From an optimization exercise on the open Yosys and OpenROAD flow, aimed at a short achievable clock period and few clock cycles; shortcuts taken in it are not production practice. Where RTL was checked, it was by simulation tests only, not by an equivalence proof against the original. Power and IR drop assume default switching activity.

## cpu_top
module cpu_top
(
  input  logic                   clk,
  input  logic                   reset,
  input  logic [16-1:0] instr_word,
  output logic [10-1:0]   iaddr,
  input  logic                   wb_ack_i,
  input  logic [16-1:0] wb_dat_i,
  output logic                   wb_cyc_o,
  output logic                   wb_stb_o,
  output logic                   wb_we_o,
  output logic [16-1:0]  wb_adr_o,
  output logic [16-1:0] wb_dat_o,
  output logic                   halted
);
Size: about 2400 cells after synthesis, about 360 flip-flops, about 81 I/O pins.
Settings: LEC_CHECK=0, CAP_MARGIN=20, CORE_MARGIN=2, CORE_UTILIZATION=40, SLEW_MARGIN=20; clock period 7.0 ns.
run.sh (not shown) runs the stock make flow with config.mk's settings and CLKGATE_MAP_FILE= SYNTH_SCRIPT=/design/flow/synth_recipe.tcl, a recipe that flattens the netlist after the stock synthesis.
The starting point produced a clean layout.
Testbench counts at the start, summed over its fixed seeds: cycles 41,768.
Edit:
Settings changed: ABC_CLOCK_PERIOD_IN_PS set to 1000, CORE_UTILIZATION 40 to 55, PLACE_DENSITY set to 0.7, SETUP_SLACK_MARGIN set to 5, TNS_END_PERCENT set to 100.
Result: Routed wire length grows by about a fifth. Global-route usage came out higher by 15 points. Power increases by a quarter to a third. Flip-flop and latch count is unchanged. Maximum frequency rose by about a fifth. Worst hold slack gets better by 0.016 ns. Cell count rose slightly. Count of clock-buffer cells in the layout does not change. Register-to-register slack is better by 0.81 ns. Clock skew shrinks by 0.015 ns. Core utilization increases by 30 points.

========
Another version of the RTL of cpu_top (not shown whole).
Size in the first run: ~1800 cells after synthesis, ~81 I/O pins, roughly 0.021 mm² of cells after synthesis.
==> flow/config.mk <==
export PLATFORM = sky130hd
export DESIGN_NAME = cpu_top
export DESIGN_NICKNAME = cpu_top
export VERILOG_FILES = /design/flow/design.v
export SDC_FILE = /design/flow/constraint.sdc
export NUM_CORES = 4
export LEC_CHECK = 0
export ABC_CLOCK_PERIOD_IN_PS = 2000
export CAP_MARGIN = 20
export CORE_MARGIN = 2
export CORE_UTILIZATION = 40
export SETUP_SLACK_MARGIN = 5
export SLEW_MARGIN = 20
export TNS_END_PERCENT = 100
==> flow/constraint.sdc <==
create_clock -name core_clock -period 7.0 [get_ports {clk}]
set_input_delay 1.4000 -clock core_clock [delete_from_list [all_inputs] [get_ports {clk}]]
set_output_delay 1.4000 -clock core_clock [all_outputs]
set_load 0.01 [all_outputs]
standard.sh (not shown) runs the stock make flow with config.mk's settings and CLKGATE_MAP_FILE= SYNTH_SCRIPT=/design/flow/synth_recipe.tcl, a recipe that flattens the netlist after the stock synthesis.
==> flow/flow/run.sh <==
#!/bin/bash
# Own flow: the standard layout (standard.sh), with one change made by a
# hook after global placement: the port buffers on the inputs become plain
# buf_4 cells (buffer_ports picks a slow delay-style buffer here).
set -euo pipefail
work="$(cd "$(dirname "$0")/.." && pwd)"
cd "$work"
export POST_GLOBAL_PLACE_TCL="$work/flow/input_buffers.tcl"
bash standard.sh > "$work/standard_flow.log" 2>&1
==> flow/flow/input_buffers.tcl <==
# Runs at the end of ORFS's global placement (POST_GLOBAL_PLACE hook), after
# buffer_ports: every input port keeps its own buffer, now a buf_4.
set n 0
foreach inst [get_cells input*] {
  if {[get_property $inst ref_name] ne "sky130_fd_sc_hd__buf_4"} {
    replace_cell $inst sky130_fd_sc_hd__buf_4
    incr n
  }
}
puts "input_buffers.tcl: $n input port buffers made buf_4"
Next try:
==> flow/run.sh (new file) <==
#!/bin/bash
# synth_recipe.tcl (not shown) runs the flow's synth.tcl, then flattens the netlist and writes it again
# the make line also repeats each setting of config.mk as NAME=value (left out here)
make -C /OpenROAD-flow-scripts/flow DESIGN_CONFIG=/design/flow/config.mk WORK_HOME=/design/flow/orfs CLKGATE_MAP_FILE= SYNTH_SCRIPT=/design/flow/synth_recipe.tcl finish
removed: flow/flow/run.sh
removed: flow/flow/input_buffers.tcl
removed: flow/standard.sh
Outcome: The new run passed the timing, DRC and antenna checks; final cell count barely changes; area after synthesis does not change; sequential share of layout area came out lower by 0.43 points; design area rises by 1.1%; critical path depth decreases by 1; sequential power is about the same; total power goes down by about 0.5%.
No functional check of the RTL was part of any run of this note.

========
## run A
Another version of the RTL of cpu_top (not shown whole).
Size: about 2100 cells after synthesis, ~490 flip-flops.
Settings: LEC_CHECK=0, ABC_CLOCK_PERIOD_IN_PS=2000, CAP_MARGIN=20, CORE_MARGIN=2, CORE_UTILIZATION=45, SETUP_SLACK_MARGIN=5, SLEW_MARGIN=20, TNS_END_PERCENT=100; clock period 7.0 ns.
run.sh (not shown) runs the stock make flow with config.mk's settings and CLKGATE_MAP_FILE= SYNTH_SCRIPT=/design/flow/synth_recipe.tcl, a recipe that flattens the netlist after the stock synthesis.
Stock flow here: none of the scripts above is used.
In summary, run A completed successfully, with a layout that passed the timing, DRC and antenna checks.
Testbench counts of run A, summed over its fixed seeds: cycles 41,083.
Changes in run B relative to run A:
# run A
export LEC_CHECK = 0
export ABC_CLOCK_PERIOD_IN_PS = 2000
export CAP_MARGIN = 20
export CORE_MARGIN = 2
export CORE_UTILIZATION = 45
export SETUP_SLACK_MARGIN = 5
export SLEW_MARGIN = 20
export TNS_END_PERCENT = 100
create_clock -name core_clock -period 7.0 [get_ports {clk}]
# run B
export LEC_CHECK = 0
export ABC_CLOCK_PERIOD_IN_PS = 2000
export CAP_MARGIN = 20
export CORE_MARGIN = 2
export CORE_UTILIZATION = 35
export SETUP_SLACK_MARGIN = 5
export SLEW_MARGIN = 20
export TNS_END_PERCENT = 100
create_clock -name core_clock -period 7.0 [get_ports {clk}]
==> summary.txt <==
Going from run A to run B, total chip power -0.13 mW; multi-input gate share of total cell area -0.19 points; die area +15000 um^2; final standard cell count with taps included and fillers excluded +184. Going from run A to run B, worst-skew pair later-pin latency shrinks by 0.02 ns. Number of global-route vias before repair: run B vs run A — no meaningful difference. Run B: register-to-register slack 0.02 ns below run A.
## Diff of input files: run C against run B
# run B
export LEC_CHECK = 0
export ABC_CLOCK_PERIOD_IN_PS = 2000
export CAP_MARGIN = 20
export CORE_MARGIN = 2
export CORE_UTILIZATION = 35
export SETUP_SLACK_MARGIN = 5
export SLEW_MARGIN = 20
export TNS_END_PERCENT = 100
create_clock -name core_clock -period 7.0 [get_ports {clk}]
# run C
export LEC_CHECK = 0
export ABC_CLOCK_PERIOD_IN_PS = 2000
export CAP_MARGIN = 20
export CORE_MARGIN = 2
export CORE_UTILIZATION = 40
export SETUP_SLACK_MARGIN = 5
export SLEW_MARGIN = 20
export TNS_END_PERCENT = 100
create_clock -name core_clock -period 7.0 [get_ports {clk}]
### Flow results
- Run C went all the way through the flow, and no timing, DRC or antenna check failed.
- Run B → run C: placeable core region went down 13%; final cell utilization of the core went up 6.0 points; area overhead of the layout relative to synthesis went down 2.7 points; count of fill cells added during filler insertion went down 17%; share of cells above drive strength 1 went down 1.6 points.
- On total routed wirelength, run C and run B are basically level.
- Global-route usage over all layers ended up 3.7 points higher on run C than on run B.
- Run C reports a lower final critical path time including I/O delays and setup than run B does.
- | worst hold slack after final layout | lower: run B |
- Run C: relative contribution of combinational cells to total power higher than run B
- As far as number of clock sinks seen by CTS goes, run B and run C are indistinguishable; the numbers are identical.

========
Another version of the RTL of cpu_top (not shown whole).
For scale: ~430 flip-flops, roughly 81 I/O pins, about 22,000 µm² of cells after synthesis.
// cpu_top
module cpu_top
(
  input  logic                   clk,
  input  logic                   reset,
  input  logic [16-1:0] instr_word,
  output logic [10-1:0]   iaddr,
  input  logic                   wb_ack_i,
  input  logic [16-1:0] wb_dat_i,
  output logic                   wb_cyc_o,
  output logic                   wb_stb_o,
  output logic                   wb_we_o,
  output logic [16-1:0]  wb_adr_o,
  output logic [16-1:0] wb_dat_o,
  output logic                   halted
);
  cpu_isa_pkg::instr_t    ir;
  logic [10-1:0]   pc_inc;
  logic                   stall;
  logic                   flag_now;
  logic [1:0]             f_take;
  logic [1:0]             redirect;
  logic [10-1:0]   redirect_pc0;
  logic [10-1:0]   redirect_pc1;
  logic                   d_ldi;
  logic                   d_sub;
  logic                   bus_start;
  logic                   bus_we;
  logic [4:0]             e_op;
  logic                   e_inv;
  logic                   e_we;
  logic [4-1:0]  e_rd;
  logic                   e_ld;
  logic                   e_zero;
  logic [16-1:0] e_y;
  logic [16-1:0] e_y_inv;
  logic                   w_we;
  logic [4-1:0]  w_rd;
  logic [16-1:0] w_y;
  logic [16-1:0] rf_a;
  logic [16-1:0] rf_b;
  logic [16-1:0] ea;
  logic [16-1:0] eb;
  logic                   fe_a;
  logic                   fe_b;
  logic [16-1:0] a_n;
  logic [16-1:0] b_n;
  logic [16-1:0] a_q;
  logic [16-1:0] b_q;
  logic [4:0]             d_op;
  logic [(1 << 4)-1:1]   d_sa;
  logic [(1 << 4)-1:1]   d_sb;
  logic [16-1:0] zt_n;
  logic [16-1:0] zt_q;
  cpu_fetch u_fetch (
    .clk         (clk),
    .reset       (reset),
    .hold        (stall),
    .flag        (flag_now),
    .redirect    (redirect),
    .redirect_pc0(redirect_pc0),
    .redirect_pc1(redirect_pc1),
    .take        (f_take),
    .target      (instr_word[10-1:0]),
    .pc          (iaddr),
  ...
export LEC_CHECK = 0
export ABC_CLOCK_PERIOD_IN_PS = 2000
export CAP_MARGIN = 20
export CORE_MARGIN = 2
export CORE_UTILIZATION = 40
export SETUP_SLACK_MARGIN = 5
export SLEW_MARGIN = 20
export TNS_END_PERCENT = 100
create_clock -name core_clock -period 7.0 [get_ports {clk}]
standard.sh (not shown) runs the stock make flow with config.mk's settings and CLKGATE_MAP_FILE= SYNTH_SCRIPT=/design/flow/synth_recipe.tcl, a recipe that flattens the netlist after the stock synthesis.
==> flow/flow/run.sh <==
#!/bin/bash
# Own flow: the standard layout (standard.sh), with one change made by a
# hook after global placement: the port buffers on the inputs become plain
# buf_4 cells (buffer_ports picks a slow delay-style buffer here).
set -euo pipefail
work="$(cd "$(dirname "$0")/.." && pwd)"
cd "$work"
export POST_GLOBAL_PLACE_TCL="$work/flow/input_buffers.tcl"
bash standard.sh > "$work/standard_flow.log" 2>&1
==> flow/flow/input_buffers.tcl <==
# Runs at the end of ORFS's global placement (POST_GLOBAL_PLACE hook), after
# buffer_ports: every input port keeps its own buffer, now a buf_4.
set n 0
foreach inst [get_cells input*] {
  if {[get_property $inst ref_name] ne "sky130_fd_sc_hd__buf_4"} {
    replace_cell $inst sky130_fd_sc_hd__buf_4
    incr n
  }
}
puts "input_buffers.tcl: $n input port buffers made buf_4"
The first run went through all stages and came out clean.
Next try:
==> flow/run.sh (new file) <==
#!/bin/bash
# synth_recipe.tcl (not shown) runs the flow's synth.tcl, then flattens the netlist and writes it again
# the make line also repeats each setting of config.mk as NAME=value (left out here)
make -C /OpenROAD-flow-scripts/flow DESIGN_CONFIG=/design/flow/config.mk WORK_HOME=/design/flow/orfs CLKGATE_MAP_FILE= SYNTH_SCRIPT=/design/flow/synth_recipe.tcl finish
removed: flow/flow/run.sh
removed: flow/flow/input_buffers.tcl
removed: flow/standard.sh
Effect: Worst setup slack is worse by 0.020 ns. Sequential cell count does not change. Via count barely changes. Clock power stays flat. Sequential power barely changes. Area after synthesis does not change. Design area grows slightly. Hold slack barely changes. First-iteration DRC count shrinks by roughly a tenth. Sequential share of layout area shrinks by 0.17 points. Die area does not change.
No functional check of the RTL was part of any run of this note.

[afterwards: timing with drivers on the ports]
The results above use ideal ports. As a check the final layouts listed here were re-extracted and re-timed, cells and wires unchanged.
Step 1, drivers: a clkbuf_16 drives clk and a buf_2 each remaining input, both assumed.
Step 2 times the ports against the registers' clock, not the clock port: input delays grow and output delays shrink by t, the midpoint of the rising clock arrivals with the driver on.
a / b / c = ideal / step 1 / step 2; a / b = the first two.
run | shift t [ns] | slack for setup (ns) | worst hold slack (ns) | worst data-port slew with drivers (ns) | cell pins on the clock port's net
the first run of note 1 | 0.621 | 2.641 / 2.641 / 2.641 | 0.475 / 0.475 / 0.475 | 0.06 | 1
the second run of note 1 | 0.629 | 3.450 / 3.450 / 3.380 | 0.491 / 0.491 / 0.491 | 0.07 | 1
the first run of note 2 | 0.654 | 4.173 / 4.173 / 4.109 | 0.450 / 0.450 / 0.450 | 0.04 | 1
the second run of note 2 | 0.649 | 4.291 / 4.291 / 3.834 | 0.464 / 0.464 / 0.464 | 0.05 | 1
run A | 0.672 | 4.269 / 4.269 / 3.725 | 0.369 / 0.369 / 0.369 | 0.06 | 1
run B | 0.662 | 4.251 / 4.251 / 3.789 | 0.369 / 0.369 / 0.369 | 0.06 | 1
run C | 0.668 | 4.374 / 4.346 / 3.784 | 0.373 / 0.373 / 0.373 | 0.06 | 1
the first run of note 4 | 0.651 | 3.831 / 3.831 / 3.831 | 0.447 / 0.447 / 0.447 | 0.06 | 1
the second run of note 4 | 0.660 | 3.811 / 3.811 / 3.516 | 0.447 / 0.447 / 0.447 | 0.06 | 1
After both steps every run listed still meets setup and hold. For run C, which loses most, drivers alone change the setup slack by -0.028 ns; drivers and shift together by -0.590 ns.
